This design comes from an exercise in tuning for a short achievable clock period on the open sky130 flow, not from production work.
Function was checked by simulation only, so behaviour that the tests miss may differ from the original.
The clock port is modelled as an ideal driver; clocking choices that lean on that would not hold on a real chip.
Power and IR drop assume default switching activity.

===== flow/flow/run.sh =====
#!/bin/bash
# Layout flow: the standard flow, with the standard synthesis unchanged.
# After synthesis, the delay cells are kept out of the layout (the resizer
# otherwise uses them as port buffers on the critical path), the port
# buffers are plain buffers, and timing
# repair after clock tree synthesis is given more passes.
set -euo pipefail
HERE=$(pwd)
bash standard.sh synth > synth.log 2>&1
DLY="sky130_fd_sc_hd__dlygate4sd1_1 sky130_fd_sc_hd__dlygate4sd2_1 sky130_fd_sc_hd__dlygate4sd3_1"
DLY="$DLY sky130_fd_sc_hd__clkdlybuf4s15_1 sky130_fd_sc_hd__clkdlybuf4s15_2"
DLY="$DLY sky130_fd_sc_hd__clkdlybuf4s18_1 sky130_fd_sc_hd__clkdlybuf4s18_2"
DLY="$DLY sky130_fd_sc_hd__clkdlybuf4s25_1 sky130_fd_sc_hd__clkdlybuf4s25_2"
DLY="$DLY sky130_fd_sc_hd__clkdlybuf4s50_1 sky130_fd_sc_hd__clkdlybuf4s50_2"
DLY="$DLY sky130_fd_sc_hd__dlymetal6s2s_1 sky130_fd_sc_hd__dlymetal6s4s_1 sky130_fd_sc_hd__dlymetal6s6s_1"
export DONT_USE_CELLS="$DLY"
# buffer_ports picks a delay cell by itself; name the port buffer instead
export BUFFER_PORTS_ARGS="-buffer_cell sky130_fd_sc_hd__buf_4"
export POST_CTS_TCL="$HERE/flow/post_cts.tcl"
bash standard.sh > layout.log 2>&1

===== flow/flow/post_cts.tcl =====
# More setup repair after clock tree synthesis, then legalise again
repair_timing -setup -setup_margin $::env(SETUP_SLACK_MARGIN) -repair_tns 100 \
  -match_cell_footprint -max_passes 1000 -verbose
detailed_placement
check_placement -verbose

===== flow/standard.sh =====
#!/bin/bash
# synth_recipe.tcl (not shown) runs the flow's synth.tcl, then flattens the netlist and writes it again
# the make line also repeats each setting of config.mk as NAME=value (left out here)
make -C /OpenROAD-flow-scripts/flow DESIGN_CONFIG=/design/flow/config.mk WORK_HOME=/design/flow/orfs CLKGATE_MAP_FILE= SYNTH_SCRIPT=/design/flow/synth_recipe.tcl "${@:-finish}"

===== flow/config.mk =====
export PLATFORM = sky130hd
export DESIGN_NAME = register_file_scoreboard
export DESIGN_NICKNAME = register_file_scoreboard
export VERILOG_FILES = /design/flow/design.v
export SDC_FILE = /design/flow/constraint.sdc
export NUM_CORES = 4
export LEC_CHECK = 0
export CAP_MARGIN = 20
export CORE_AREA = 10 10 390 390
export DIE_AREA = 0 0 400 400
export SETUP_SLACK_MARGIN = 3.0
export SLEW_MARGIN = 20
export SYNTH_HIERARCHICAL = 1

===== flow/constraint.sdc =====
create_clock -name core_clock -period 6.7 [get_ports {Clk}]
set_input_delay 1.3400 -clock core_clock [delete_from_list [all_inputs] [get_ports {Clk}]]
set_output_delay 1.3400 -clock core_clock [all_outputs]
set_load 0.01 [all_outputs]

===== flow/design.v =====
package regfile_pkg;
   localparam int DEFAULT_DATA_WIDTH     = 32;
   localparam int DEFAULT_ADDR_WIDTH     = 5;
   localparam int DEFAULT_NUM_READ_PORTS = 2;
   localparam int ZERO_IDX = 0;
   function automatic int popcount_width(input int addr_width);
      popcount_width = addr_width + 1;
   endfunction
endpackage
module rf_inv (input logic a, output logic y);
   assign y = !a;
endmodule
module rf_nand2 (input logic a, b, output logic y);
   assign y = !(a && b);
endmodule
module rf_nand3 (input logic a, b, c, output logic y);
   assign y = !(a && b && c);
endmodule
module rf_nand4 (input logic a, b, c, d, output logic y);
   assign y = !(a && b && c && d);
endmodule
module rf_nor2 (input logic a, b, output logic y);
   assign y = !(a || b);
endmodule
module rf_nor3 (input logic a, b, c, output logic y);
   assign y = !(a || b || c);
endmodule
module rf_aoi22 (input logic a1, a2, b1, b2, output logic y);
   assign y = !((a1 && a2) || (b1 && b2));
endmodule
module rf_o21ai (input logic a1, a2, b1, output logic y);
   assign y = !((a1 || a2) && b1);
endmodule
module reg_scoreboard (
   input  logic        clk,
   input  logic        rst,
   input  logic [31:1] issue_sel,
   input  logic        sig_issue,
   input  logic        flush,
   input  logic [31:1] write_dec,
   output logic [31:1] busy,
   output logic        issue_ready,
   output logic [5:0]  busy_count
);
   logic [31:1] busy_q, busy_d;
   logic [5:0]  count_q, count_d;
   logic        issue_busy, write_busy;
   logic        inc, dec;
   rf_or31 u_issue_busy (.s(issue_sel), .d(busy_q), .en(1'b1), .y(issue_busy));
   rf_or31 u_write_busy (.s(write_dec), .d(busy_q), .en(1'b1), .y(write_busy));
   assign issue_ready = !issue_busy;
   assign inc = sig_issue && !flush && !issue_busy && |issue_sel;
   assign dec = write_busy;
   always_comb begin
      for (int i = 1; i < 32; i++) begin
         if (flush)
            busy_d[i] = 1'b0;
         else if (sig_issue && !issue_busy && issue_sel[i])
            busy_d[i] = 1'b1;
         else if (write_dec[i])
            busy_d[i] = 1'b0;
         else
            busy_d[i] = busy_q[i];
      end
   end
   always_comb begin
      if (flush)
         count_d = 6'd0;
      else if (inc && !dec)
         count_d = count_q + 6'd1;
      else if (dec && !inc)
         count_d = count_q - 6'd1;
      else
         count_d = count_q;
   end
   always_ff @(posedge clk or posedge rst) begin
      if (rst) begin
         busy_q  <= '0;
         count_q <= '0;
      end else begin
         busy_q  <= busy_d;
         count_q <= count_d;
      end
   end
   assign busy       = busy_q;
   assign busy_count = count_q;
endmodule
module rf_predec (
   input  logic [4:0] a,
   output logic [3:0] lo_n,
   output logic [7:0] hi_n
);
   logic [4:0] an;
   for (genvar n = 0; n < 5; n++) begin : g_inv
      rf_inv u_inv (.a(a[n]), .y(an[n]));
   end
   for (genvar j = 0; j < 4; j++) begin : g_lo
      rf_nand2 u_lo (.a(j[0] ? a[0] : an[0]), .b(j[1] ? a[1] : an[1]), .y(lo_n[j]));
   end
   for (genvar k = 0; k < 8; k++) begin : g_hi
      rf_nand3 u_hi (.a(k[0] ? a[2] : an[2]), .b(k[1] ? a[3] : an[3]),
                     .c(k[2] ? a[4] : an[4]), .y(hi_n[k]));
   end
endmodule
module rf_rsel (
   input  logic [3:0]  lo_n,
   input  logic [7:0]  hi_n,
   output logic [31:1] sel
);
   for (genvar i = 1; i < 32; i++) begin : g_sel
      rf_nor2 u_s (.a(lo_n[i % 4]), .b(hi_n[i / 4]), .y(sel[i]));
   end
endmodule
module rf_or31_n (
   input  logic [31:1] s,
   input  logic [31:1] d,
   input  logic        en,
   output logic        xn,
   output logic        yn
);
   logic [15:0] t;
   logic [3:0]  o;
   for (genvar k = 0; k < 15; k++) begin : g_t
      rf_aoi22 u_t (.a1(s[2*k+1]), .a2(d[2*k+1]), .b1(s[2*k+2]), .b2(d[2*k+2]), .y(t[k]));
   end
   rf_nand2 u_t15 (.a(s[31]), .b(d[31]), .y(t[15]));
   for (genvar m = 0; m < 4; m++) begin : g_o
      rf_nand4 u_o (.a(t[4*m]), .b(t[4*m+1]), .c(t[4*m+2]), .d(t[4*m+3]), .y(o[m]));
   end
   rf_o21ai u_x (.a1(o[0]), .a2(o[1]), .b1(en), .y(xn));
   rf_o21ai u_y (.a1(o[2]), .a2(o[3]), .b1(en), .y(yn));
endmodule
module rf_or31 (
   input  logic [31:1] s,
   input  logic [31:1] d,
   input  logic        en,
   output logic        y
);
   logic xn, yn;
   rf_or31_n u_or (.s(s), .d(d), .en(en), .xn(xn), .yn(yn));
   rf_nand2  u_y (.a(xn), .b(yn), .y(y));
endmodule
module rf_rbit (
   input  logic [31:1] s,
   input  logic [31:1] d,
   input  logic        fwdn,
   input  logic        fn,
   output logic        y
);
   logic xn, yn;
   rf_or31_n u_or (.s(s), .d(d), .en(fwdn), .xn(xn), .yn(yn));
   rf_nand3  u_y (.a(xn), .b(yn), .c(fn), .y(y));
endmodule
module rf_fwd (
   input  logic [3:0] rlo_n,
   input  logic [7:0] rhi_n,
   input  logic [3:0] wlo_n,
   input  logic [7:0] whi_n,
   input  logic       wok,
   output logic       hit
);
   assign hit = |(~rlo_n & ~wlo_n) && |(~rhi_n & ~whi_n) && wok;
endmodule
module register_file_scoreboard (
   input  logic        Clk,
   input  logic        Reset,
   input  logic [9:0]  Read_Register,
   output logic [63:0] Read_Data,
   output logic [1:0]  Read_Busy,
   input  logic [4:0]  Write_Register,
   input  logic [31:0] Write_Data,
   input  logic        Sig_Reg_Write,
   input  logic [4:0]  Issue_Register,
   input  logic        Sig_Issue,
   output logic        Issue_Ready,
   input  logic        Flush,
   output logic [5:0]  Busy_Count
);
   logic [31:1][31:0] regs_q;
   logic [31:1]       busy;
   logic [3:0]        wlo_n, flo_n, ilo_n;
   logic [7:0]        whi_n, fhi_n, ihi_n;
   logic [31:1]       wsel, wen, isel;
   logic              writable;
   assign writable = Sig_Reg_Write && (Write_Register != 5'd0);
   rf_predec u_wpre (.a(Write_Register), .lo_n(wlo_n), .hi_n(whi_n));
   rf_predec u_fpre (.a(Write_Register), .lo_n(flo_n), .hi_n(fhi_n));
   rf_rsel   u_wsel (.lo_n(wlo_n), .hi_n(whi_n), .sel(wsel));
   assign wen = wsel & {31{Sig_Reg_Write}};
   always_ff @(posedge Clk or posedge Reset) begin
      if (Reset) begin
         regs_q <= '0;
      end else begin
         for (int i = 1; i < 32; i++)
            if (wen[i]) regs_q[i] <= Write_Data;
      end
   end
   for (genvar p = 0; p < 2; p++) begin : g_read
      logic [3:0]  rlo_n, rflo_n;
      logic [7:0]  rhi_n, rfhi_n;
      logic [31:1] sel [0:3];
      logic [3:0]  fwd_hit, fwd_n;
      rf_predec u_rpre (.a(Read_Register[p*5 +: 5]), .lo_n(rlo_n), .hi_n(rhi_n));
      rf_predec u_rfpre (.a(Read_Register[p*5 +: 5]), .lo_n(rflo_n), .hi_n(rfhi_n));
      for (genvar c = 0; c < 4; c++) begin : g_copy
         rf_rsel u_rsel (.lo_n(rlo_n), .hi_n(rhi_n), .sel(sel[c]));
         rf_fwd  u_fwd (.rlo_n(rflo_n), .rhi_n(rfhi_n), .wlo_n(flo_n), .whi_n(fhi_n),
                        .wok(writable), .hit(fwd_hit[c]));
         rf_inv  u_fwd_n (.a(fwd_hit[c]), .y(fwd_n[c]));
      end
      for (genvar b = 0; b < 32; b++) begin : g_bit
         logic [31:1] col;
         logic        fn;
         for (genvar i = 1; i < 32; i++) begin : g_col
            assign col[i] = regs_q[i][b];
         end
         rf_nand2 u_fn (.a(fwd_hit[b / 8]), .b(Write_Data[b]), .y(fn));
         rf_rbit  u_bit (.s(sel[b / 8]), .d(col), .fwdn(fwd_n[b / 8]), .fn(fn),
                         .y(Read_Data[p*32 + b]));
      end
      rf_or31 u_busy (.s(sel[0]), .d(busy), .en(fwd_n[0]), .y(Read_Busy[p]));
   end
   rf_predec u_ipre (.a(Issue_Register), .lo_n(ilo_n), .hi_n(ihi_n));
   rf_rsel   u_isel (.lo_n(ilo_n), .hi_n(ihi_n), .sel(isel));
   reg_scoreboard u_scoreboard (
      .clk         (Clk),
      .rst         (Reset),
      .issue_sel   (isel),
      .sig_issue   (Sig_Issue),
      .flush       (Flush),
      .write_dec   (wen),
      .busy        (busy),
      .issue_ready (Issue_Ready),
      .busy_count  (Busy_Count)
   );
endmodule

==> results of run 1 <==
==> cells in the final DEF, fill, tap and decap left out, types with 25 or more instances in the layout <==
cell / n
a22o_1: 31
dfrtp_1: 1029
nor2_1: 90
nand3_4: 32
inv_1: 45
o21ai_1: 40
nor2_4: 199
o21ai_4: 25
nand2_1: 143
clkbuf_16: 114
buf_12: 110
nand3_2: 77
clkinvlp_4: 32
buf_4: 265
nand2_2: 45
clkbuf_8: 32
nand4_1: 274
buf_6: 157
buf_8: 30
mux2_2: 992
nor2_2: 65
a22oi_2: 1020
o21ai_2: 80
==> modules after synthesis, one instance, submodules excluded, a selection <==
module / cell area [um2] / flops+latches / cells inside
rf_aoi22: 12.5 / 0 / 1
rf_nor2: 3.75 / 0 / 1
rf_nand3: 5.00 / 0 / 1
register_file_scoreboard: 37700 / 992 / 2242
rf_nand4: 6.26 / 0 / 1
rf_fwd: 52.6 / 0 / 9
rf_nand2: 3.75 / 0 / 1
reg_scoreboard: 1730 / 37 / 162
rf_inv: 3.75 / 0 / 1
rf_o21ai: 5.00 / 0 / 1
==> layer usage <==
metal,vias up,wire [um],GRT usage (%)
met5,-,78,0
met4,12,9780,9.68
met3,539,19900,6.88
met2,2014,92900,39.3
met1,23200,91700,36.2
li1,18900,-,-
==> worst paths after layout <==
| path | from | endpoint | slack (ns) | depth (start not counted) |
|---|---|---|---|---|
| max | Read_Register[1] | Read_Data[11] | 2.02 | 12 |
| min reg2reg | u_scoreboard.count_q[4] | u_scoreboard.count_q[4] | 0.53 | 2 |
| max reg2reg | u_scoreboard.busy_q[27] | u_scoreboard.count_q[5] | 3.28 | 15 |
| min | u_scoreboard.count_q[4] | u_scoreboard.count_q[4] | 0.53 | 2 |
| max in group asynchronous | Reset | regs_q[642] | 4.18 | 4 |
| min in group asynchronous | Reset | u_scoreboard.count_q[1] | 0.75 | 3 |
==> power breakdown <==
part	switching (mW)	internal [mW]
Combinational	1.59	1.76
Sequential	1.32	7.40
Clock	2.77	4.03
Total	5.68	13.2
==> critical path, stage by stage <==
cell        delay (ns)
buf_12            0.10
clkinvlp_4        0.19
buf_6             0.17
buf_4             0.18
nand2_8           0.17
nor2_1            0.09
buf_6             0.16
a22oi_2           0.14
nand4_1           0.24
o21ai_4           0.25
nand3_4           0.12
buf_6             0.15
==> sequential cells by signal, indices dropped and copies added (netlist names) <==
| register | cells |
|---|---|
| u_scoreboard.count_q | 6 |
| regs_q | 992 |
| u_scoreboard.busy_q | 31 |
==> kinds of logic after synthesis <==
logic type,Yosys count
xor+xnor,2
mux,993
buf+inv,282
fa+ha+maj,5
compound gates,1261
flops,1029
simple gates,968
other cells,1
==> layout make-up <==
class                      instances  area, um2
tap                             1903       2380
inverter                          82        428
clock inverter                    43        659
clock buffer                     167       3370
timing repair buffer             576       6750
sequential                      1029      25700
fill                           12300      70400
timing repair inverter             1       7.51
antenna                            3       7.51
multi-input combinational       3239      33700
==> through the flow <==
stage               setup TNS (ns)  cells
finish                           0   7043
global route                     0   7043
detailed placement               0   6497
global placement                 0   6497
floorplan                 -8239.88   4544
==> impl_metrics.tcl, run 1 <==
set metrics [dict create \
    setup_ws_ns 2.02 \
    initialDrtViolationCount 4328 \
    peakVddDrop_mv 0.215 \
    critical_path_class "in2out" \
    yosysTopAreaCell "dfrtp_1" \
    firstDrtPassIters 5 \
    grt_use_total_pct 26.2 \
    ys_seq_area_share_pct 44.7 \
    power_mw 18.9 \
    crit_fanout 8 \
    fin_crit_ns 4.68 \
    crit_required_ns 5.36 \
    cp-start-kind "input port" \
    synthMostInstantiatedCell "dfrtp_1" \
    finalHoldViolCount 0 \
    fp.dieW_um 400 \
    slew_headroom_pct 35.9 \
    wl_per_cell_um 30.4 \
    arrival_ns 3.34 \
    row_count 139 \
    cts.sinks 1029 \
    setup_viol 0 \
    cts_tree "yes" \
    power.leakage_nw 28.7 \
    fin_crit_sh_pct 69.9 \
    synth_xor_xnor_area_share_pct 0.0304 \
    synthMuxAreaShare_pct 19.4 \
    place_area_um2 61000 \
    slew_viol_final 0 \
    skew_ns 0.0170 \
    area_growth_pct 27.0 \
    vias_per_cell 6.34 \
    rsz0062_at_grt "yes" \
    die_area_um2 160000 \
    grt_overflow 0 \
    gp_congestion 0.949 \
    drc 0 \
    grt_pass1_vias 44900 \
    final_core_util_pct 50.9 \
    maxCapViolations 0 \
    synth_flop_cell "dfrtp_1" \
    synth-compound-area-share_pct 24.7 \
    dp_hpwl_mm 137 \
    synthAdderAreaFrac_pct 0.122 \
    synth_top_area_share_pct 44.7 \
    coreArea_um2 143000 \
    ys_ff_latch 1029 \
    start_util_pct 40.1 \
    grt_antenna_before_repair 12 \
    synthTopCellsByArea "dfrtp_1 45%, a22oi_2 22%, mux2_2 19%" \
    syn-cell-area_um2 57600 \
    syn_area_per_cell_um2 12.7 \
    grt_pass1_wl_mm 316 \
    status "no timing/DRC/antenna violations" \
    yosys_warnings 10 \
    clk_pin_slew_ns 0.06 \
    async_flop_share_pct 100 \
    synth_top_family_by_area "compound AO/OA/AOI/OAI gates" \
    hold_ws_ns 0.528 \
    synthCells 4541 \
    clkLatencyLatePin_ns 0.75 \
    yosys.area_share.simple_pct 7.99 \
    max_freq_mhz 214 \
    grt_start_max_net_pins 163 \
    hold_path.class "reg2reg" \
    cp-end-kind "output port" \
    finish.net_count 5105 \
    finalInstanceArea_um2 73100 \
    drtAntennaViolNets 0 \
    drive_gt1_share_pct 66.2 \
    via_count 44600 \
    postRouteWirelength_mm 214 \
    pre_cts_ws_ns 0.918 \
    worstMarginPinSlew_ns 0.961 \
    portBuffers 129 \
    ios 130 \
    power.density_nw_per_um2 258 \
    synth_edf_count 0 \
    synth.cells.most_frequent "1029 x dfrtp_1, 1020 x a22oi_2, 992 x mux2_2, 351 x nor2_1, 274 x nand4_1" \
    synthDistinctLibCells 38 \
    die_y_um 400 \
]
==> run 2: changes to the inputs <==
--- a/flow/design.v
+++ b/flow/design.v
@@ -152,14 +152,22 @@
    rf_nand3  u_y (.a(xn), .b(yn), .c(fn), .y(y));
 endmodule
 module rf_fwd (
-   input  logic [3:0] rlo_n,
-   input  logic [7:0] rhi_n,
-   input  logic [3:0] wlo_n,
-   input  logic [7:0] whi_n,
-   input  logic       wok,
-   output logic       hit
-);
-   assign hit = |(~rlo_n & ~wlo_n) && |(~rhi_n & ~whi_n) && wok;
+   input  logic [4:0] r,
+   input  logic [4:0] rn,
+   input  logic [4:0] w,
+   input  logic [4:0] wn,
+   input  logic       wrn,
+   output logic       f1,
+   output logic       f2,
+   output logic       fwd_n
+);
+   logic [4:0] m;
+   for (genvar k = 0; k < 5; k++) begin : g_m
+      rf_aoi22 u_m (.a1(r[k]), .a2(w[k]), .b1(rn[k]), .b2(wn[k]), .y(m[k]));
+   end
+   rf_nor3  u_f1 (.a(m[0]), .b(m[1]), .c(m[2]), .y(f1));
+   rf_nor3  u_f2 (.a(m[3]), .b(m[4]), .c(wrn), .y(f2));
+   rf_nand2 u_fn (.a(f1), .b(f2), .y(fwd_n));
 endmodule
 module register_file_scoreboard (
    input  logic        Clk,
@@ -178,13 +186,16 @@
 );
    logic [31:1][31:0] regs_q;
    logic [31:1]       busy;
-   logic [3:0]        wlo_n, flo_n, ilo_n;
-   logic [7:0]        whi_n, fhi_n, ihi_n;
+   logic [3:0]        wlo_n, ilo_n;
+   logic [7:0]        whi_n, ihi_n;
    logic [31:1]       wsel, wen, isel;
-   logic              writable;
-   assign writable = Sig_Reg_Write && (Write_Register != 5'd0);
+   logic [4:0]        wr_n;
+   logic              wrn;
+   assign wrn = !(Sig_Reg_Write && (Write_Register != 5'd0));
    rf_predec u_wpre (.a(Write_Register), .lo_n(wlo_n), .hi_n(whi_n));
-   rf_predec u_fpre (.a(Write_Register), .lo_n(flo_n), .hi_n(fhi_n));
+   for (genvar n = 0; n < 5; n++) begin : g_wr_n
+      rf_inv u_inv (.a(Write_Register[n]), .y(wr_n[n]));
+   end
    rf_rsel   u_wsel (.lo_n(wlo_n), .hi_n(whi_n), .sel(wsel));
    assign wen = wsel & {31{Sig_Reg_Write}};
    always_ff @(posedge Clk or posedge Reset) begin
@@ -196,17 +207,19 @@
       end
    end
    for (genvar p = 0; p < 2; p++) begin : g_read
-      logic [3:0]  rlo_n, rflo_n;
-      logic [7:0]  rhi_n, rfhi_n;
+      logic [3:0]  rlo_n;
+      logic [7:0]  rhi_n;
+      logic [4:0]  rd_n;
       logic [31:1] sel [0:3];
-      logic [3:0]  fwd_hit, fwd_n;
+      logic [3:0]  f1, f2, fwd_n;
       rf_predec u_rpre (.a(Read_Register[p*5 +: 5]), .lo_n(rlo_n), .hi_n(rhi_n));
-      rf_predec u_rfpre (.a(Read_Register[p*5 +: 5]), .lo_n(rflo_n), .hi_n(rfhi_n));
+      for (genvar n = 0; n < 5; n++) begin : g_rd_n
+         rf_inv u_inv (.a(Read_Register[p*5 + n]), .y(rd_n[n]));
+      end
       for (genvar c = 0; c < 4; c++) begin : g_copy
          rf_rsel u_rsel (.lo_n(rlo_n), .hi_n(rhi_n), .sel(sel[c]));
-         rf_fwd  u_fwd (.rlo_n(rflo_n), .rhi_n(rfhi_n), .wlo_n(flo_n), .whi_n(fhi_n),
-                        .wok(writable), .hit(fwd_hit[c]));
-         rf_inv  u_fwd_n (.a(fwd_hit[c]), .y(fwd_n[c]));
+         rf_fwd  u_fwd (.r(Read_Register[p*5 +: 5]), .rn(rd_n), .w(Write_Register),
+                        .wn(wr_n), .wrn(wrn), .f1(f1[c]), .f2(f2[c]), .fwd_n(fwd_n[c]));
       end
       for (genvar b = 0; b < 32; b++) begin : g_bit
          logic [31:1] col;
@@ -214,7 +227,7 @@
          for (genvar i = 1; i < 32; i++) begin : g_col
             assign col[i] = regs_q[i][b];
          end
-         rf_nand2 u_fn (.a(fwd_hit[b / 8]), .b(Write_Data[b]), .y(fn));
+         rf_nand3 u_fn (.a(f1[b / 8]), .b(f2[b / 8]), .c(Write_Data[b]), .y(fn));
          rf_rbit  u_bit (.s(sel[b / 8]), .d(col), .fwdn(fwd_n[b / 8]), .fn(fn),
                          .y(Read_Data[p*32 + b]));
       end
==> run 2 against run 1 <==
Net effect: still clean; count of clock-buffer cells in the layout shrank 8; synthesized area is 0.27% higher; first-iteration DRC count is 2.8% lower; largest cell class unchanged; largest power group unchanged.
==> impl_metrics.tcl, run 2 <==
set metrics [dict create \
    row_count 139 \
    largest_reg_flops 992 \
    p_clk_share_pct 36.0 \
    via_count 45100 \
    setup_viol 0 \
    cts.sinks 1029 \
    drc 0 \
    holdPathEnd "regs_q[960]" \
    grt_overflow 0 \
    cp-end-kind "output port" \
    p_switching_mw 5.77 \
    top_regs "regs_q (992), u_scoreboard.busy_q (31), u_scoreboard.count_q (6)" \
    arrival_ns 3.39 \
    hold_ws_ns 0.536 \
    power_mw 19.0 \
    hold_path.class "reg2reg" \
    power_switching_share_pct 30.3 \
    grt_antenna_before_repair 4 \
    synth_top_area_share_pct 44.6 \
    ys_ff_latch 1029 \
    synthMostInstantiatedCell "a22oi_2" \
    die_area_um2 160000 \
    rsz0062_at_grt "yes" \
    firstDrtPassIters 6 \
    cp-start-kind "input port" \
    yosysTopAreaCell "dfrtp_1" \
    max_freq_mhz 212 \
    crit_required_ns 5.36 \
    maxCapViolations 0 \
    gp_congestion 0.921 \
    intPower_mw 13.3 \
    yosys.area_share.simple_pct 8.01 \
    stdcell_count 7039 \
    placed_cells 6501 \
    fin_crit_sh_pct 70.6 \
    synth_xor_xnor_area_share_pct 0.0303 \
    regArea_um2 25700 \
    power.leakage_nw 29.1 \
    ys_seq_area_share_pct 44.6 \
    critical_path_class "in2out" \
    synthDistinctLibCells 38 \
    fp.dieW_um 400 \
    clkLatencyLatePin_ns 0.76 \
    synth_top_family_by_area "compound AO/OA/AOI/OAI gates" \
    synth_flop_cell "dfrtp_1" \
    coreArea_um2 143000 \
    p_comb_share_pct 18.1 \
    synthTopCellsByArea "dfrtp_1 45%, a22oi_2 23%, mux2_2 19%" \
    die_y_um 400 \
    grt_start_max_net_pins 155 \
    drtAntennaViolNets 0 \
    final_common_cell "a22oi_2" \
    status "no timing/DRC/antenna violations" \
    finalInstanceArea_um2 73500 \
    seq_power_share_pct 46.0 \
    synthAdderAreaFrac_pct 0.121 \
    syn-cell-area_um2 57700 \
    power.density_nw_per_um2 259 \
    synth-compound-area-share_pct 24.9 \
    finalHoldViolCount 0 \
    grt_pass1_vias 45900 \
    start_util_pct 40.2 \
    crit_fanout 6 \
    yosys_warnings 10 \
    dp_hpwl_mm 140 \
    slew_headroom_pct 34.0 \
    slew_viol_final 0 \
    synth.cells.most_frequent "1060 x a22oi_2, 1029 x dfrtp_1, 992 x mux2_2, 343 x nor2_1, 274 x nand4_1" \
    wl_per_cell_um 31.8 \
    area_growth_pct 27.3 \
    hold_depth 1 \
    portBuffers 129 \
    setup_ws_ns 1.97 \
    hold_start "regs_q[960]" \
    rrSetupSlack_ns 3.41 \
    layout_common_cells "1060 x a22oi_2, 1029 x dfrtp_1, 992 x mux2_2, 277 x buf_4, 274 x nand4_1" \
    clk_pin_slew_ns 0.06 \
    skew_ns 0.0177 \
    reg2reg_depth 15 \
    vias_per_cell 6.41 \
    grt_use_total_pct 27.4 \
    r2r-end "u_scoreboard.count_q[5]" \
    synthCells 4489 \
    regMostFlops "regs_q" \
    critPathLaunch "Read_Register[6]" \
    async_flop_share_pct 100 \
    initialDrtViolationCount 4207 \
    multi_input_area_um2 33600 \
    final_core_util_pct 51.2 \
    syn_area_per_cell_um2 12.9 \
    cts_tree "yes" \
    synthMuxAreaShare_pct 19.4 \
    fin_crit_ns 4.73 \
    fin_setup_tns_ns 0 \
    finish.net_count 5103 \
    place_area_um2 61700 \
    peakVddDrop_mv 0.248 \
    grt_pass1_wl_mm 326 \
    postRouteWirelength_mm 224 \
    worstMarginPinSlew_ns 0.990 \
    ios 130 \
    drive_gt1_share_pct 66.1 \
    reg2reg_from "u_scoreboard.busy_q[29]" \
    fillers 12200 \
    synth_edf_count 0 \
    pre_cts_ws_ns 1.09 \
]
==> run 2: cell types whose count changed after synthesis, moves of 16 or more <==
cell | previous run | this run
o22ai_1 | 48 | 0
nand2_1 | 171 | 103
a22oi_2 | 1020 | 1060
nand3_1 | 121 | 161
nor3_2 | 0 | 16
==> run 2: area by class of cell <==
class / count / share of cell area [%]
Multi-Input combinational cell: 3209 / 45.8
Sequential cell: 1029 / 35.0
Timing Repair Buffer: 615 / 10.0
Clock buffer: 159 / 4.44
Tap cell: 1903 / 3.24
Clock inverter: 48 / 1.03
Inverter: 74 / 0.449
Antenna cell: 2 / 0.00681
==> run 2: power groups by stage <==
stage	combinational, mW	sequential, mW	clock, mW
after global placement	2.79	8.77	0
after global routing	3.65	8.92	7.17
after detailed placement	2.86	8.83	0
after floorplan	1.97	8.53	0
final	3.44	8.75	6.85
==> run 2: how the worst max path moves through the flow <==
stage / endpoint
floorplan: regs_q[0]
global placement: Read_Data[12]
detailed placement: Read_Data[46]
global route: Read_Data[32]
finish: Read_Data[39]
==> run 2: routing by layer <==
layer	vias up	share of wire [%]	routed length, um	track usage, %
li1	18800	-	-	-
met1	23600	42	94200	36.9
met2	2143	44	98600	41.5
met3	547	9.4	21100	7.19
met4	4	4.5	10200	11.3
met5	-	0.010	23	0
==> run 2: kinds of logic after synthesis <==
family,after synthesis
compound gates,1245
flops,1029
mux,993
simple gates,940
buf+inv,274
fa+ha+maj,5
xor+xnor,2
other cells,1
==> run 2: Yosys stat by module (local to each module, per instance), excerpt <==
module,copies in the design,flip-flops and latches,cell area (um2)
rf_aoi22,1060,0,12.5
rf_nand4,272,0,6.26
rf_nor2,310,0,3.75
rf_nand3,160,0,5.00
rf_o21ai,136,0,5.00
reg_scoreboard,1,37,1730
rf_nand2,96,0,3.75
rf_inv,35,0,3.75
==> run 2: critical path, stage by stage <==
cell and delay, ns:
buf_16 0.10, clkinvlp_4 0.19, nand2_8 0.24, buf_12 0.14, buf_16 0.13, nor2_4 0.07
buf_12 0.15, a22oi_2 0.15, nand4_1 0.28, o21ai_1 0.25, nand3_2 0.16, buf_6 0.16
==> run 3: changes to the inputs <==
--- a/flow/design.v
+++ b/flow/design.v
@@ -119,16 +119,24 @@
    output logic        yn
 );
    logic [15:0] t;
-   logic [3:0]  o;
+   logic [7:0]  o2;
+   logic [3:0]  o4n;
+   logic [1:0]  o8;
    for (genvar k = 0; k < 15; k++) begin : g_t
       rf_aoi22 u_t (.a1(s[2*k+1]), .a2(d[2*k+1]), .b1(s[2*k+2]), .b2(d[2*k+2]), .y(t[k]));
    end
    rf_nand2 u_t15 (.a(s[31]), .b(d[31]), .y(t[15]));
-   for (genvar m = 0; m < 4; m++) begin : g_o
-      rf_nand4 u_o (.a(t[4*m]), .b(t[4*m+1]), .c(t[4*m+2]), .d(t[4*m+3]), .y(o[m]));
-   end
-   rf_o21ai u_x (.a1(o[0]), .a2(o[1]), .b1(en), .y(xn));
-   rf_o21ai u_y (.a1(o[2]), .a2(o[3]), .b1(en), .y(yn));
+   for (genvar m = 0; m < 8; m++) begin : g_o2
+      rf_nand2 u_o (.a(t[2*m]), .b(t[2*m+1]), .y(o2[m]));
+   end
+   for (genvar m = 0; m < 4; m++) begin : g_o4
+      rf_nor2 u_o (.a(o2[2*m]), .b(o2[2*m+1]), .y(o4n[m]));
+   end
+   for (genvar m = 0; m < 2; m++) begin : g_o8
+      rf_nand2 u_o (.a(o4n[2*m]), .b(o4n[2*m+1]), .y(o8[m]));
+   end
+   rf_nand2 u_x (.a(o8[0]), .b(en), .y(xn));
+   rf_nand2 u_y (.a(o8[1]), .b(en), .y(yn));
 endmodule
 module rf_or31 (
    input  logic [31:1] s,
--- a/flow/flow/run.sh
+++ b/flow/flow/run.sh
@@ -1,6 +1,6 @@
 #!/bin/bash
 # Layout flow: the standard flow, with the standard synthesis unchanged.
-# After synthesis, the delay cells are kept out of the layout (the resizer
+# After synthesis, the delay cells are kept out of the layout and the slow low-power clock inverters (the resizer
 # otherwise uses them as port buffers on the critical path), the port
 # buffers are plain buffers, and timing
 # repair after clock tree synthesis is given more passes.
@@ -13,6 +13,7 @@
 DLY="$DLY sky130_fd_sc_hd__clkdlybuf4s25_1 sky130_fd_sc_hd__clkdlybuf4s25_2"
 DLY="$DLY sky130_fd_sc_hd__clkdlybuf4s50_1 sky130_fd_sc_hd__clkdlybuf4s50_2"
 DLY="$DLY sky130_fd_sc_hd__dlymetal6s2s_1 sky130_fd_sc_hd__dlymetal6s4s_1 sky130_fd_sc_hd__dlymetal6s6s_1"
+DLY="$DLY sky130_fd_sc_hd__clkinvlp_2 sky130_fd_sc_hd__clkinvlp_4"
 export DONT_USE_CELLS="$DLY"
 # buffer_ports picks a delay cell by itself; name the port buffer instead
 export BUFFER_PORTS_ARGS="-buffer_cell sky130_fd_sc_hd__buf_4"
--- a/flow/config.mk
+++ b/flow/config.mk
@@ -8,6 +8,7 @@
 export CAP_MARGIN = 20
 export CORE_AREA = 10 10 390 390
 export DIE_AREA = 0 0 400 400
+export GPL_TIMING_DRIVEN = 0
 export SETUP_SLACK_MARGIN = 3.0
 export SLEW_MARGIN = 20
 export SYNTH_HIERARCHICAL = 1
==> run 3 against run 2 <==
Net effect: still clean on timing, DRC and antenna; maximum frequency increased by 2.6%; clock power decreased by 2%; combinational power increased by 6.7%; final cell count increased by 10%; flip-flop and latch count unchanged; via count increased by 2.6%; synthesized cell count increased by 15%; largest cell class unchanged.
==> impl_metrics.tcl, run 3 <==
set metrics [dict create \
    status "no timing/DRC/antenna violations" \
    worstMarginPinSlew_ns 0.789 \
    grt_pass1_wl_mm 314 \
    syn_area_per_cell_um2 11.5 \
    yosysTopAreaCell "dfrtp_1" \
    die_area_um2 160000 \
    grt_pass1_vias 47600 \
    portBuffers 128 \
    intPower_mw 13.3 \
    power.leakage_nw 33.4 \
    arrival_ns 3.27 \
    synthMostInstantiatedCell "a22oi_2" \
    gp_congestion 0.924 \
    fp.dieW_um 400 \
    crit_required_ns 5.36 \
    synth.cells.most_frequent "1060 x a22oi_2, 1029 x dfrtp_1, 992 x mux2_2, 919 x nand2_1, 615 x nor2_1" \
    slew_headroom_pct 47.4 \
    skew_ns 0.0162 \
    power_mw 19.1 \
    synth_top_area_share_pct 43.3 \
    ios 130 \
    setup_viol 0 \
    yosys_warnings 10 \
    cts.sinks 1029 \
    worst_path_max_delay_cell "buf_16" \
    crit_chain "buf_12 > clkinvlp_4 > buf_12 > nand2_8 > buf_16 > nor2_4 > buf_4 > a22oi_2 > nand2_1 > nor2_2 > nand2_2 > nand2_2 > nand3_2 > buf_4" \
    fin_crit_sh_pct 68.8 \
    grt_start_max_net_pins 35 \
    cp-start-kind "input port" \
    die_y_um 400 \
    grt_use_total_pct 25.9 \
    drc 0 \
    postRouteWirelength_mm 212 \
    grt_antenna_before_repair 1 \
    cp-end-kind "output port" \
    top_regs "regs_q (992), u_scoreboard.busy_q (31), u_scoreboard.count_q (6)" \
    peakVddDrop_mv 0.225 \
    wl_per_cell_um 27.3 \
    place_area_um2 64500 \
    cts_tree "yes" \
    start_util_pct 41.4 \
    initialDrtViolationCount 3543 \
    area_growth_pct 30.7 \
    finish.net_count 5836 \
    drive_gt1_share_pct 62.9 \
    seq_power_share_pct 45.6 \
    p_clk_share_pct 35.2 \
    hold_path.class "reg2reg" \
    coreArea_um2 143000 \
    power_switching_share_pct 30.5 \
    vias_per_cell 5.95 \
    fin_crit_ns 4.61 \
    power.density_nw_per_um2 246 \
    critPathMaxStageDelay_ns 0.20 \
    largest_reg_flops 992 \
    synthDistinctLibCells 37 \
    p_switching_mw 5.83 \
    dp_hpwl_mm 146 \
    row_count 139 \
    placed_cells 7248 \
    synthCells 5169 \
    drtAntennaViolNets 0 \
    rsz0062_at_grt "yes" \
    grt_overflow 0 \
    ys_seq_area_share_pct 43.3 \
    syn-cell-area_um2 59400 \
    firstDrtPassIters 5 \
    final_common_cell "a22oi_2" \
    slew_viol_final 0 \
    via_count 46300 \
    ys_ff_latch 1029 \
    synth_flop_cell "dfrtp_1" \
    synth_edf_count 0 \
    regMostFlops "regs_q" \
    critical_path_class "in2out" \
    finalHoldViolCount 0 \
    maxCapViolations 0 \
    clkLatencyLatePin_ns 0.74 \
    p_comb_share_pct 19.2 \
    clk_pin_slew_ns 0.06 \
    max_freq_mhz 217 \
    synthTopCellsByArea "dfrtp_1 43%, a22oi_2 22%, mux2_2 19%" \
    async_flop_share_pct 100 \
    layout_common_cells "1060 x a22oi_2, 1029 x dfrtp_1, 992 x mux2_2, 687 x nand2_1, 315 x nor2_4" \
    stdcell_count 7778 \
    diodes 0 \
    finalInstanceArea_um2 77700 \
    crit_fanout 5 \
]
-- run 3: cell count changes after synthesis, sizes merged --
| cell | change |
|---|---|
| nand2 | +816 |
| nand4 | -272 |
| nor2 | +272 |
| o21ai | -136 |
-- run 3: cell type report --
| cell class | instances | area (um2) |
|---|---|---|
| multi-input cells | 3878 | 36800 |
| plain buffers | 200 | 1600 |
| repair buffers | 475 | 6750 |
| well taps | 1903 | 2380 |
| inverters | 74 | 330 |
| fillers | 12000 | 65800 |
| clock inverters | 34 | 452 |
| clock buffers | 185 | 3600 |
| flip-flops and latches | 1029 | 25700 |
-- run 3: through the flow --
| stage | setup slack, ns | utilization, % | setup TNS [ns] | hold slack, ns |
|---|---|---|---|---|
| 2_1_floorplan | -8.31 | - | -8239.88 | 0.502 |
| 3_3_place_gp | -14.44 | 44.2 | - | 0.503 |
| 3_5_place_dp | 0.917 | 45.0 | 0 | 0.521 |
| 5_1_grt | 2.10 | 54.2 | 0 | 0.546 |
| 6_report | 2.09 | 54.2 | 0 | 0.526 |
-- run 3: power by group through the flow --
stage	logic (mW)	clock network, mW	registers (mW)
finish	3.67	6.72	8.70
global route	3.90	7.07	8.86
detailed placement	2.95	0	8.77
global placement	2.80	0	8.71
floorplan	2.04	0	8.53
-- run 3: kinds of logic (layout without fill, tap and decap cells) --
logic type,after synthesis,after routing,share of synthesized area [%]
fa+ha+maj,5,5,0.118
buf+inv,274,968,2.89
mux,993,993,18.8
flops,1029,1029,43.3
xor+xnor,2,2,0.0295
other cells,1,4,0.00631
compound gates,1109,1109,23.0
simple gates,1756,1765,11.8
-- run 3: per-module statistics from Yosys (local to each module, per instance), a selection --
module / flops+latches / cells inside
rf_nand2: 0 / 1
register_file_scoreboard: 992 / 2242
reg_scoreboard: 37 / 162
rf_nor2: 0 / 1
rf_inv: 0 / 1
rf_aoi22: 0 / 1
rf_nor3: 0 / 1
-- run 3: routing by layer --
layer | vias up | routed length (um) | track usage (%)
li1 | 20300 | - | -
met1 | 24000 | 87800 | 33.1
met2 | 1511 | 100000 | 42.3
met3 | 523 | 12400 | 4.74
met4 | 0 | 11900 | 12.0
met5 | - | 0 | 0
-- run 3: final timing paths --
| path | from | end | slack [ns] | cells after the start |
|---|---|---|---|---|
| max | Read_Register[5] | Read_Data[51] | 2.09 | 14 |
| min | u_scoreboard.count_q[3] | u_scoreboard.count_q[3] | 0.53 | 2 |
| max reg2reg | u_scoreboard.busy_q[17] | u_scoreboard.count_q[5] | 3.38 | 17 |
| min reg2reg | u_scoreboard.count_q[3] | u_scoreboard.count_q[3] | 0.53 | 2 |
| max in group asynchronous | Reset | regs_q[591] | 4.25 | 9 |
| min in group asynchronous | Reset | u_scoreboard.busy_q[14] | 0.55 | 2 |
-- run 3: critical path, delay by kind of cell --
| kind | cells | cell delay, ns |
|---|---|---|
| buffers and inverters | 6 | 0.99 |
| AO/OA/AOI/OAI | 1 | 0.14 |
| AND/OR/NAND/NOR | 7 | 0.75 |
==> run 4: changes to the inputs <==
--- a/flow/design.v
+++ b/flow/design.v
@@ -215,17 +215,17 @@
       end
    end
    for (genvar p = 0; p < 2; p++) begin : g_read
-      logic [3:0]  rlo_n;
-      logic [7:0]  rhi_n;
+      logic [3:0]  rlo_n [0:3];
+      logic [7:0]  rhi_n [0:3];
       logic [4:0]  rd_n;
       logic [31:1] sel [0:3];
       logic [3:0]  f1, f2, fwd_n;
-      rf_predec u_rpre (.a(Read_Register[p*5 +: 5]), .lo_n(rlo_n), .hi_n(rhi_n));
       for (genvar n = 0; n < 5; n++) begin : g_rd_n
          rf_inv u_inv (.a(Read_Register[p*5 + n]), .y(rd_n[n]));
       end
       for (genvar c = 0; c < 4; c++) begin : g_copy
-         rf_rsel u_rsel (.lo_n(rlo_n), .hi_n(rhi_n), .sel(sel[c]));
+         rf_predec u_rpre (.a(Read_Register[p*5 +: 5]), .lo_n(rlo_n[c]), .hi_n(rhi_n[c]));
+         rf_rsel   u_rsel (.lo_n(rlo_n[c]), .hi_n(rhi_n[c]), .sel(sel[c]));
          rf_fwd  u_fwd (.r(Read_Register[p*5 +: 5]), .rn(rd_n), .w(Write_Register),
                         .wn(wr_n), .wrn(wrn), .f1(f1[c]), .f2(f2[c]), .fwd_n(fwd_n[c]));
       end
==> flow/flow/run.sh (replaced) <==
#!/bin/bash
# Layout flow: the standard flow, with the standard synthesis unchanged.
# After synthesis:
# - every placement, clock tree and routing step first marks the delay cells
#   and the low-power clock inverters don't-use (flow/dont_use.tcl); the
#   resizer otherwise sizes buffers and inverters on the critical path to them,
# - the port buffers are plain buffers (buffer_ports picks a delay cell),
# - timing repair after clock tree synthesis is given more passes.
set -euo pipefail
HERE=$(pwd)
bash standard.sh synth > synth.log 2>&1
DU="$HERE/flow/dont_use.tcl"
export PRE_GLOBAL_PLACE_TCL="$DU" PRE_RESIZE_TCL="$DU" PRE_DETAIL_PLACE_TCL="$DU"
export PRE_REPAIR_TIMING_POST_PLACE_TCL="$DU" PRE_CTS_TCL="$DU" PRE_GLOBAL_ROUTE_TCL="$DU"
export PRE_DETAIL_ROUTE_TCL="$DU"
export BUFFER_PORTS_ARGS="-buffer_cell sky130_fd_sc_hd__buf_4"
export POST_CTS_TCL="$HERE/flow/post_cts.tcl"
bash standard.sh > layout.log 2>&1
==> flow/flow/dont_use.tcl (new file) <==
# Keep the delay cells and the slow low-power clock inverters out of the
# resizer's choices: it otherwise sizes port buffers and inverters on the
# critical path to them
set_dont_use {
  sky130_fd_sc_hd__dlygate4sd1_1 sky130_fd_sc_hd__dlygate4sd2_1 sky130_fd_sc_hd__dlygate4sd3_1
  sky130_fd_sc_hd__clkdlybuf4s15_1 sky130_fd_sc_hd__clkdlybuf4s15_2
  sky130_fd_sc_hd__clkdlybuf4s18_1 sky130_fd_sc_hd__clkdlybuf4s18_2
  sky130_fd_sc_hd__clkdlybuf4s25_1 sky130_fd_sc_hd__clkdlybuf4s25_2
  sky130_fd_sc_hd__clkdlybuf4s50_1 sky130_fd_sc_hd__clkdlybuf4s50_2
  sky130_fd_sc_hd__dlymetal6s2s_1 sky130_fd_sc_hd__dlymetal6s4s_1 sky130_fd_sc_hd__dlymetal6s6s_1
  sky130_fd_sc_hd__clkinvlp_2 sky130_fd_sc_hd__clkinvlp_4
}
==> run 4 against run 3 <==
Net effect: clock power rose by 8.3%; critical path type unchanged; via count rose by 8.2%; global-route usage rose by 1.8 points; critical path depth fell by 2; register-to-register slack got worse by 0.05 ns; sequential power barely moved; maximum frequency rose by 2.5%; combinational power rose by 5.7%; clock skew fell by 0.0041 ns; die area did not move; hold slack improved by 0.0026 ns; power rose by 4.1%.
==> impl_metrics.tcl, run 4 <==
set metrics [dict create \
    clk_pin_slew_ns 0.06 \
    die_area_um2 160000 \
    top_regs "regs_q (992), u_scoreboard.busy_q (31), u_scoreboard.count_q (6)" \
    portBuffers 128 \
    ios 130 \
    synth_edf_count 0 \
    largest_reg_flops 992 \
    synth_top_area_share_pct 43.0 \
    area_growth_pct 36.4 \
    synth.cells.most_frequent "1060 x a22oi_2, 1029 x dfrtp_1, 992 x mux2_2, 943 x nand2_1, 615 x nor2_1" \
    intPower_mw 13.8 \
    critPathMaxStageDelay_ns 0.26 \
    ys_ff_latch 1029 \
    hold_start "u_scoreboard.count_q[4]" \
    cts_tree "yes" \
    grt_antenna_before_repair 2 \
    ys_seq_area_share_pct 43.0 \
    grt_use_total_pct 27.7 \
    finalHoldViolCount 0 \
    holdPathEnd "u_scoreboard.count_q[4]" \
    rrSetupSlack_ns 3.33 \
    via_count 50100 \
    clkLatencyLatePin_ns 0.77 \
    gp_congestion 0.942 \
    final_core_util_pct 56.9 \
    synthDistinctLibCells 37 \
    max_freq_mhz 223 \
    multi_input_area_um2 39000 \
    crit_required_ns 5.36 \
    row_count 139 \
    synth_flop_cell "dfrtp_1" \
    dp_hpwl_mm 148 \
    cp_common_cell "nand2_1" \
    fillers 11200 \
    reg2reg_depth 17 \
    grt_pass1_vias 50300 \
    syn-cell-area_um2 59900 \
    worst_path_max_delay_cell "nand3_2" \
    fp.dieW_um 400 \
    die_y_um 400 \
    fin_crit_ns 4.49 \
    grt_overflow 0 \
    grt_start_max_net_pins 35 \
    initialDrtViolationCount 4098 \
    firstDrtPassIters 8 \
    peakVddDrop_mv 0.229 \
    hold_depth 2 \
    synthCells 5271 \
    power_switching_share_pct 30.8 \
    grt_pass1_wl_mm 335 \
    p_switching_mw 6.12 \
    power.leakage_nw 34.8 \
    slew_headroom_pct 33.9 \
    power_mw 19.9 \
    crit_chain "buf_16 > inv_2 > nand3_2 > nor2_4 > buf_8 > a22oi_2 > nand2_1 > nor2_1 > nand2_1 > nand2_2 > nand3_4 > buf_6" \
    rsz0062_at_grt "yes" \
    wl_per_cell_um 28.5 \
    yosysTopAreaCell "dfrtp_1" \
    critPathLaunch "Read_Register[3]" \
    layout_common_cells "1060 x a22oi_2, 1029 x dfrtp_1, 992 x mux2_2, 713 x nand2_1, 300 x nor2_4" \
    finish.net_count 6218 \
    diodes 0 \
    syn_area_per_cell_um2 11.4 \
    seq_power_share_pct 43.9 \
    slew_viol_final 0 \
    r2r-end "u_scoreboard.count_q[5]" \
    drtAntennaViolNets 0 \
    start_util_pct 41.7 \
    status "no timing/DRC/antenna violations" \
    fin_crit_sh_pct 67.1 \
    drive_gt1_share_pct 62.8 \
    drc 0 \
    power.density_nw_per_um2 243 \
    regArea_um2 25700 \
    pre_cts_ws_ns 1.12 \
    hold_path.class "reg2reg" \
    cts.sinks 1029 \
    regMostFlops "regs_q" \
    crit_fanout 12 \
    cp-start-kind "input port" \
    yosys_warnings 14 \
    setup_viol 0 \
    async_flop_share_pct 100 \
    vias_per_cell 6.14 \
    p_clk_share_pct 36.6 \
    maxCapViolations 0 \
    cp-end-kind "output port" \
    p_comb_share_pct 19.5 \
    setup_ws_ns 2.21 \
    coreArea_um2 143000 \
    reg2reg_from "u_scoreboard.busy_q[19]" \
    hold_ws_ns 0.528 \
    final_common_cell "a22oi_2" \
    critical_path_class "in2out" \
    postRouteWirelength_mm 233 \
    arrival_ns 3.15 \
    synthTopCellsByArea "dfrtp_1 43%, a22oi_2 22%, mux2_2 19%" \
    worstMarginPinSlew_ns 0.991 \
    synthMostInstantiatedCell "a22oi_2" \
    skew_ns 0.0122 \
]
## run 4: changes by cell type after synthesis, sizes merged
cell	delta
nand2	+24
nand3	+48
inv	+30
## run 4: critical path, delay by kind of cell
| kind | cells | cell delay [ns] |
|---|---|---|
| AND/OR/NAND/NOR | 7 | 0.95 |
| AO/OA/AOI/OAI | 1 | 0.18 |
| buffers and inverters | 4 | 0.64 |
## run 4: cells by family after synthesis
kind of cell             synth area share, %
AO/OA/AOI/OAI                           22.8
adder cells (fa/ha/maj)                0.117
other                                0.00626
XOR/XNOR                              0.0293
buffers and inverters                   3.05
multiplexers                            18.7
AND/OR/NAND/NOR                         12.3
flip-flops                              43.0
## run 4: worst max path at each step
stage,end,slack (ns),cells past startpoint
after floorplan,regs_q[0],-8.31,1
after global placement,regs_q[534],-14.67,2
after detailed placement,u_scoreboard.count_q[5],1.12,21
after global routing,Read_Data[37],2.18,13
final,Read_Data[6],2.21,12
## run 4: stage by stage
step	area (um2)	TNS, ns	std cells
floorplan	60200	-8239.88	5274
finish	81700	0	8161
global placement	63600	-	7305
global route	81700	0	8161
detailed placement	64500	0	7345
## run 4: power groups by stage
stage,registers [mW],clock network (mW),logic (mW)
after floorplan,8.53,0,2.06
after global placement,8.71,0,2.83
after detailed placement,8.78,0,2.97
after global routing,8.88,7.60,4.10
final,8.72,7.28,3.88
## run 4: per-layer routing
layer	vias up	routed length, um	track usage [%]
met1	25700	93200	35.5
met5	-	14	0.121
li1	21200	-	-
met4	2	17000	16.9
met3	777	19100	6.42
met2	2360	103000	42.2
## run 4: Yosys stat by module, one instance, submodules excluded, excerpt
| module | times used | area, um2 |
|---|---|---|
| rf_inv | 65 | 3.75 |
| register_file_scoreboard | 1 | 37700 |
| rf_nand3 | 208 | 5.00 |
| reg_scoreboard | 1 | 1730 |
| rf_nor2 | 582 | 3.75 |
| rf_nor3 | 16 | 10.0 |
## run 4: area by class of cell
class,instances,area share (%)
Multi-Input combinational cell,3955,47.8
Sequential cell,1029,31.5
Timing Repair Buffer,747,9.88
Clock buffer,162,4.14
Tap cell,1903,2.91
Buffer,200,2.02
Clock inverter,61,1.16
Inverter,104,0.596
==> run 5: changes to the inputs <==
==> flow/flow/run.sh (replaced) <==
#!/bin/bash
# Layout flow: the standard flow, with the standard synthesis unchanged.
# After synthesis:
# - every floorplan, placement, clock tree and routing step first marks the delay cells
#   and the low-power clock inverters don't-use (flow/dont_use.tcl); the
#   resizer otherwise sizes buffers and inverters on the critical path to them,
# - the port buffers are plain buffers (buffer_ports picks a delay cell),
# - timing repair after clock tree synthesis is given more passes.
set -euo pipefail
HERE=$(pwd)
bash standard.sh synth > synth.log 2>&1
DU="$HERE/flow/dont_use.tcl"
export PRE_FLOORPLAN_TCL="$DU" PRE_GLOBAL_PLACE_TCL="$DU" PRE_RESIZE_TCL="$DU" PRE_DETAIL_PLACE_TCL="$DU"
export PRE_REPAIR_TIMING_POST_PLACE_TCL="$DU" PRE_CTS_TCL="$DU" PRE_GLOBAL_ROUTE_TCL="$DU"
export PRE_DETAIL_ROUTE_TCL="$DU"
export BUFFER_PORTS_ARGS="-buffer_cell sky130_fd_sc_hd__buf_4"
export POST_CTS_TCL="$HERE/flow/post_cts.tcl"
bash standard.sh > layout.log 2>&1
==> run 5 against run 4 <==
Net effect: flip-flop and latch count stayed put; critical path type unchanged; still clean; maximum frequency is 0.38% lower; utilization is 1.2 points lower; non-clock buffer count is 77 lower; critical path depth is 1 lower; sequential power hardly changed.
==> impl_metrics.tcl, run 5 <==
set metrics [dict create \
    hold_ws_ns 0.534 \
    p_comb_share_pct 19.6 \
    critPathTopFamily "simple AND/OR/NAND/NOR gates" \
    area_growth_pct 33.5 \
    setup_ws_ns 2.19 \
    drive_gt1_share_pct 61.2 \
    top_regs "regs_q (992), u_scoreboard.busy_q (31), u_scoreboard.count_q (6)" \
    syn-cell-area_um2 59900 \
    use_met3_pct 5.70 \
    grt_pass1_wl_mm 329 \
    gp_congestion 0.922 \
    critPathMaxStageDelay_ns 0.31 \
    slew_headroom_pct 32.1 \
    clk_pin_slew_ns 0.06 \
    multi_input_area_um2 38800 \
    pre_cts_ws_ns 1.40 \
    coreArea_um2 143000 \
    synth.cells.most_frequent "1060 x a22oi_2, 1029 x dfrtp_1, 992 x mux2_2, 943 x nand2_1, 615 x nor2_1" \
    cts.sinks 1029 \
    seq_power_share_pct 45.6 \
    drtAntennaViolNets 0 \
    final_common_cell "a22oi_2" \
    regMostFlops "regs_q" \
    grt_use_total_pct 27.2 \
    met2_usage_pct 41.8 \
    skew_ns 0.0128 \
    finalHoldViolCount 0 \
    crit_fanout 12 \
    ys_seq_area_share_pct 43.0 \
    fin_crit_ns 4.51 \
    yosysTopAreaCell "dfrtp_1" \
    worst_path_max_delay_cell "bufbuf_16" \
    intPower_mw 13.2 \
    worstMarginPinSlew_ns 1.02 \
    setup_viol 0 \
    synthTopCellsByArea "dfrtp_1 43%, a22oi_2 22%, mux2_2 19%" \
    via_count 49500 \
    drc 0 \
    peakVddDrop_mv 0.236 \
    power_switching_share_pct 31.1 \
    synth_top_area_share_pct 43.0 \
    final_core_util_pct 55.7 \
    fillers 11500 \
    initialDrtViolationCount 4393 \
    grt-busiest-layer "met2" \
    synthDistinctLibCells 37 \
    crit_chain "bufbuf_16 > nand3_4 > nor2_4 > buf_12 > a22oi_2 > nand2_1 > nor2_2 > nand2_2 > nand2_2 > nand3_4 > buf_6" \
    wl_per_cell_um 28.3 \
    die_y_um 400 \
    synth_edf_count 0 \
    hold_path.class "reg2reg" \
    firstDrtPassIters 5 \
    clkLatencyLatePin_ns 0.77 \
    power.density_nw_per_um2 239 \
    fin_crit_sh_pct 67.3 \
    maxCapViolations 0 \
    synthCells 5271 \
    critical_path_class "in2out" \
    power.leakage_nw 33.9 \
    p_switching_mw 5.96 \
    grt_antenna_before_repair 4 \
    max_freq_mhz 222 \
    async_flop_share_pct 100 \
    grt_start_max_net_pins 162 \
    postRouteWirelength_mm 229 \
    largest_reg_flops 992 \
    vias_per_cell 6.13 \
    grt.met1_usage_pct 35.7 \
    syn_area_per_cell_um2 11.4 \
    crit_required_ns 5.36 \
    status "no timing/DRC/antenna violations" \
    regArea_um2 25700 \
    yosys_warnings 14 \
    cts_tree "yes" \
    synth_flop_cell "dfrtp_1" \
    p_clk_share_pct 34.8 \
    start_util_pct 41.7 \
    fin_setup_tns_ns 0 \
    finish.net_count 6140 \
    cp-start-kind "input port" \
    rsz0062_at_grt "yes" \
    cp-end-kind "output port" \
    synthMostInstantiatedCell "a22oi_2" \
    row_count 139 \
    worst-path-buf-inv 3 \
    grt_pass1_vias 49500 \
    layout_common_cells "1060 x a22oi_2, 1029 x dfrtp_1, 992 x mux2_2, 766 x nand2_1, 303 x nor2_4" \
    ys_ff_latch 1029 \
    slew_viol_final 0 \
    portBuffers 128 \
    ios 130 \
    fp.dieW_um 400 \
    die_area_um2 160000 \
    grt_overflow 0 \
    arrival_ns 3.17 \
    dp_hpwl_mm 145 \
]
run 5: final timing paths:
check                                           to  slack, ns  cells past startpoint                     from
setup / recovery                      Read_Data[4]       2.19                     11         Read_Register[2]
hold / removal                         regs_q[972]       0.53                      1              regs_q[972]
setup reg to reg           u_scoreboard.count_q[5]       3.46                     16  u_scoreboard.busy_q[19]
hold reg to reg                        regs_q[972]       0.53                      1              regs_q[972]
max in group asynchronous              regs_q[660]       3.42                      5                    Reset
min in group asynchronous              regs_q[325]       0.56                      2                    Reset
run 5: power groups by stage:
stage,sequential [mW],combinational [mW],clock (mW)
after floorplan,8.51,2.06,0
after global placement,8.70,2.83,0
after detailed placement,8.78,2.92,0
after global routing,8.87,3.97,6.98
final,8.72,3.76,6.66
run 5: layout make-up:
cell class	instances	area share, %
multi-input combinational	3958	48.5
sequential	1029	32.2
timing repair buffer	670	8.81
clock buffer	171	4.26
tap	1903	2.98
buffer	200	2.03
clock inverter	38	0.612
inverter	104	0.593
antenna	1	0.00313
run 5: metrics by stage:
stage | std cells | cell area (um2) | power, mW
finish | 8074 | 79900 | 19.1
detailed placement | 7313 | 63800 | 11.7
global placement | 7305 | 63600 | 11.5
global route | 8073 | 79900 | 19.8
floorplan | 5274 | 60200 | 10.6
run 5: cell families after synthesis:
| logic type | after synthesis | share of synthesized area, % |
|---|---|---|
| AND/OR/NAND/NOR | 1828 | 12.3 |
| AO/OA/AOI/OAI | 1109 | 22.8 |
| flip-flops | 1029 | 43.0 |
| multiplexers | 993 | 18.7 |
| buffers and inverters | 304 | 3.05 |
| adder cells (fa/ha/maj) | 5 | 0.117 |
| XOR/XNOR | 2 | 0.0293 |
| other | 1 | 0.00626 |
run 5: metal layers:
metal | wire length, um | vias up
li1 | - | 21000
met1 | 92700 | 25400
met2 | 102000 | 2316
met3 | 18900 | 721
met4 | 15200 | 0
met5 | 0 | -
run 5: modules after synthesis (local to each module, per instance), a selection:
module / area [um2] / cells inside / flops+latches / times used
reg_scoreboard: 1730 / 162 / 37 / 1
register_file_scoreboard: 37700 / 2242 / 992 / 1
rf_aoi22: 12.5 / 1 / 0 / 1060
rf_inv: 3.75 / 1 / 0 / 65
rf_nand2: 3.75 / 1 / 0 / 936
rf_nand3: 5.00 / 1 / 0 / 208
rf_nor2: 3.75 / 1 / 0 / 582
rf_nor3: 10.0 / 1 / 0 / 16
==> run 6: changes to the inputs <==
--- a/flow/design.v
+++ b/flow/design.v
@@ -88,27 +88,28 @@
 module rf_predec (
    input  logic [4:0] a,
    output logic [3:0] lo_n,
-   output logic [7:0] hi_n
-);
-   logic [4:0] an;
-   for (genvar n = 0; n < 5; n++) begin : g_inv
+   output logic [3:0] mid_n,
+   output logic [1:0] top_n
+);
+   logic [3:0] an;
+   for (genvar n = 0; n < 4; n++) begin : g_inv
       rf_inv u_inv (.a(a[n]), .y(an[n]));
    end
    for (genvar j = 0; j < 4; j++) begin : g_lo
       rf_nand2 u_lo (.a(j[0] ? a[0] : an[0]), .b(j[1] ? a[1] : an[1]), .y(lo_n[j]));
-   end
-   for (genvar k = 0; k < 8; k++) begin : g_hi
-      rf_nand3 u_hi (.a(k[0] ? a[2] : an[2]), .b(k[1] ? a[3] : an[3]),
-                     .c(k[2] ? a[4] : an[4]), .y(hi_n[k]));
-   end
+      rf_nand2 u_mid (.a(j[0] ? a[2] : an[2]), .b(j[1] ? a[3] : an[3]), .y(mid_n[j]));
+   end
+   assign top_n[0] = a[4];
+   rf_inv u_top (.a(a[4]), .y(top_n[1]));
 endmodule
 module rf_rsel (
    input  logic [3:0]  lo_n,
-   input  logic [7:0]  hi_n,
+   input  logic [3:0]  mid_n,
+   input  logic [1:0]  top_n,
    output logic [31:1] sel
 );
    for (genvar i = 1; i < 32; i++) begin : g_sel
-      rf_nor2 u_s (.a(lo_n[i % 4]), .b(hi_n[i / 4]), .y(sel[i]));
+      rf_nor3 u_s (.a(lo_n[i % 4]), .b(mid_n[(i / 4) % 4]), .c(top_n[i / 16]), .y(sel[i]));
    end
 endmodule
 module rf_or31_n (
@@ -194,17 +195,17 @@
 );
    logic [31:1][31:0] regs_q;
    logic [31:1]       busy;
-   logic [3:0]        wlo_n, ilo_n;
-   logic [7:0]        whi_n, ihi_n;
+   logic [3:0]        wlo_n, ilo_n, wmid_n, imid_n;
+   logic [1:0]        wtop_n, itop_n;
    logic [31:1]       wsel, wen, isel;
    logic [4:0]        wr_n;
    logic              wrn;
    assign wrn = !(Sig_Reg_Write && (Write_Register != 5'd0));
-   rf_predec u_wpre (.a(Write_Register), .lo_n(wlo_n), .hi_n(whi_n));
+   rf_predec u_wpre (.a(Write_Register), .lo_n(wlo_n), .mid_n(wmid_n), .top_n(wtop_n));
    for (genvar n = 0; n < 5; n++) begin : g_wr_n
       rf_inv u_inv (.a(Write_Register[n]), .y(wr_n[n]));
    end
-   rf_rsel   u_wsel (.lo_n(wlo_n), .hi_n(whi_n), .sel(wsel));
+   rf_rsel   u_wsel (.lo_n(wlo_n), .mid_n(wmid_n), .top_n(wtop_n), .sel(wsel));
    assign wen = wsel & {31{Sig_Reg_Write}};
    always_ff @(posedge Clk or posedge Reset) begin
       if (Reset) begin
@@ -216,7 +217,8 @@
    end
    for (genvar p = 0; p < 2; p++) begin : g_read
       logic [3:0]  rlo_n [0:3];
-      logic [7:0]  rhi_n [0:3];
+      logic [3:0]  rmid_n [0:3];
+      logic [1:0]  rtop_n [0:3];
       logic [4:0]  rd_n;
       logic [31:1] sel [0:3];
       logic [3:0]  f1, f2, fwd_n;
@@ -224,8 +226,9 @@
          rf_inv u_inv (.a(Read_Register[p*5 + n]), .y(rd_n[n]));
       end
       for (genvar c = 0; c < 4; c++) begin : g_copy
-         rf_predec u_rpre (.a(Read_Register[p*5 +: 5]), .lo_n(rlo_n[c]), .hi_n(rhi_n[c]));
-         rf_rsel   u_rsel (.lo_n(rlo_n[c]), .hi_n(rhi_n[c]), .sel(sel[c]));
+         rf_predec u_rpre (.a(Read_Register[p*5 +: 5]), .lo_n(rlo_n[c]), .mid_n(rmid_n[c]),
+                           .top_n(rtop_n[c]));
+         rf_rsel   u_rsel (.lo_n(rlo_n[c]), .mid_n(rmid_n[c]), .top_n(rtop_n[c]), .sel(sel[c]));
          rf_fwd  u_fwd (.r(Read_Register[p*5 +: 5]), .rn(rd_n), .w(Write_Register),
                         .wn(wr_n), .wrn(wrn), .f1(f1[c]), .f2(f2[c]), .fwd_n(fwd_n[c]));
       end
@@ -241,8 +244,8 @@
       end
       rf_or31 u_busy (.s(sel[0]), .d(busy), .en(fwd_n[0]), .y(Read_Busy[p]));
    end
-   rf_predec u_ipre (.a(Issue_Register), .lo_n(ilo_n), .hi_n(ihi_n));
-   rf_rsel   u_isel (.lo_n(ilo_n), .hi_n(ihi_n), .sel(isel));
+   rf_predec u_ipre (.a(Issue_Register), .lo_n(ilo_n), .mid_n(imid_n), .top_n(itop_n));
+   rf_rsel   u_isel (.lo_n(ilo_n), .mid_n(imid_n), .top_n(itop_n), .sel(isel));
    reg_scoreboard u_scoreboard (
       .clk         (Clk),
       .rst         (Reset),
==> run 6 against run 5 <==
Net effect: synthesized cell count down 0.57%; largest power group unchanged; via count increased by 5.2%; critical path type unchanged; count of clock-buffer cells in the layout grew 8; die area unchanged; global-route usage up 2.3 points; flip-flop and latch count did not move; synthesized area rose by 2.9%; still clean.
==> impl_metrics.tcl, run 6 <==
set metrics [dict create \
    synthAdderAreaFrac_pct 0.114 \
    layout_common_cells "1060 x a22oi_2, 1029 x dfrtp_1, 992 x mux2_2, 764 x nand2_1, 424 x buf_6" \
    portBuffers 128 \
    seq_power_share_pct 44.7 \
    yosys.area_share.simple_pct 14.6 \
    finalHoldViolCount 0 \
    crit_fanout 8 \
    postRouteWirelength_mm 246 \
    power_switching_share_pct 31.2 \
    drc 0 \
    wl_per_cell_um 29.7 \
    cp-start-kind "input port" \
    syn_area_per_cell_um2 11.8 \
    power_mw 19.5 \
    drive_gt1_share_pct 62.9 \
    gp_congestion 0.923 \
    synth_top_area_share_pct 41.8 \
    initialDrtViolationCount 4948 \
    row_count 139 \
    power.leakage_nw 36.8 \
    power.density_nw_per_um2 233 \
    stdcell_count 8289 \
    synthMostInstantiatedCell "a22oi_2" \
    skew_ns 0.0115 \
    synthTopCellsByArea "dfrtp_1 42%, a22oi_2 22%, mux2_2 18%" \
    status "no timing/DRC/antenna violations" \
    peakVddDrop_mv 0.230 \
    crit_required_ns 5.36 \
    synthCells 5241 \
    coreArea_um2 143000 \
    synth.cells.most_frequent "1060 x a22oi_2, 1029 x dfrtp_1, 992 x mux2_2, 983 x nand2_1, 326 x nor3_2" \
    final_common_cell "a22oi_2" \
    syn-cell-area_um2 61600 \
    grt_start_max_net_pins 157 \
    async_flop_share_pct 100 \
    yosys_warnings 16 \
    start_util_pct 43.0 \
    grt_pass1_wl_mm 354 \
    fp.dieW_um 400 \
    top_regs "regs_q (992), u_scoreboard.busy_q (31), u_scoreboard.count_q (6)" \
    fin_setup_tns_ns 0 \
    placed_cells 7284 \
    intPower_mw 13.4 \
    p_switching_mw 6.10 \
    ys_ff_latch 1029 \
    cts.sinks 1029 \
    p_clk_share_pct 34.9 \
    fin_crit_ns 4.64 \
    drtAntennaViolNets 0 \
]
run 6: changes by cell type in the layout (fill, tap and decap cells not counted), sizes merged, moves of 3 or more:
cell	previous run	this run
nor2	621	305
nor3	20	333
buf	758	999
nand3	209	129
nand2	983	1021
clkbuf	281	303
inv	112	109
run 6: worst paths after layout:
check | start | to | slack (ns) | cells after the start
max reg2reg | u_scoreboard.busy_q[21] | u_scoreboard.count_q[5] | 3.45 | 17
min reg2reg | u_scoreboard.count_q[4] | u_scoreboard.count_q[4] | 0.53 | 2
max in group asynchronous | Reset | regs_q[53] | 3.64 | 5
min | Reset | regs_q[453] | 0.48 | 2
max | Read_Register[5] | Read_Data[49] | 2.06 | 14
min in group core_clock | u_scoreboard.count_q[4] | u_scoreboard.count_q[4] | 0.53 | 2
run 6: critical path, stage by stage:
cell	delay, ns
buf_16	0.13
buf_8	0.15
buf_6	0.13
nand2_8	0.14
buf_6	0.13
nor3_4	0.04
buf_8	0.15
a22oi_2	0.26
nand2_1	0.22
nor2_1	0.17
nand2_1	0.08
nand2_2	0.09
nand3_4	0.10
buf_6	0.13
run 6: final cells by class:
cell class                 instances  area [um2]
fill                           11200       59800
tap                             1903        2380
clock inverter                    36         492
timing repair buffer             913        8990
buffer                           210        1930
clock buffer                     179        3550
inverter                         104         584
multi-input combinational       3913       40000
sequential                      1029       25700
antenna                            1        2.50
timing repair inverter             1        8.76
run 6: power groups by stage:
stage / clock network, mW / registers (mW) / logic (mW)
after global routing: 7.14 / 8.88 / 4.19
final: 6.83 / 8.72 / 3.98
after floorplan: 0 / 8.51 / 2.15
after detailed placement: 0 / 8.77 / 3.02
after global placement: 0 / 8.69 / 2.93
run 6: per-module statistics from Yosys, one instance, submodules excluded, excerpt:
module | flops+latches | cell area [um2] | cells
reg_scoreboard | 37 | 1730 | 162
register_file_scoreboard | 992 | 37700 | 2242
rf_nand2 | 0 | 3.75 | 1
rf_nand3 | 0 | 5.00 | 1
rf_nor2 | 0 | 3.75 | 1
rf_nor3 | 0 | 10.0 | 1
rf_predec | 0 | 7.51 | 1
run 6: through the flow:
stage	utilization [%]	setup WS (ns)
2_1_floorplan	-	2.56
3_3_place_gp	45.7	0.921
3_5_place_dp	45.9	1.24
5_1_grt	58.3	2.10
6_report	58.3	2.06
run 6: layer usage:
metal / part of all wire, % / global-route usage (%) / vias to the layer above
met5: 0.025 / 0 / -
met3: 8.9 / 6.30 / 858
li1: - / - / 21700
met4: 6.8 / 16.7 / 10
met1: 39 / 38.3 / 26800
met2: 45 / 45.6 / 2710
run 6: cells by family after synthesis:
kind of cell,Yosys count
other cells,1
compound gates,1109
flops,1029
simple gates,1788
buf+inv,314
fa+ha+maj,5
mux,993
xor+xnor,2

Setup slack of run 6, layout unchanged: 2.059 ns with ideal ports, 1.822 ns with driving cells assumed (clock clkbuf_16, inputs buf_2), 1.822 ns with port delays also shifted by the 0.820 ns mid clock arrival.
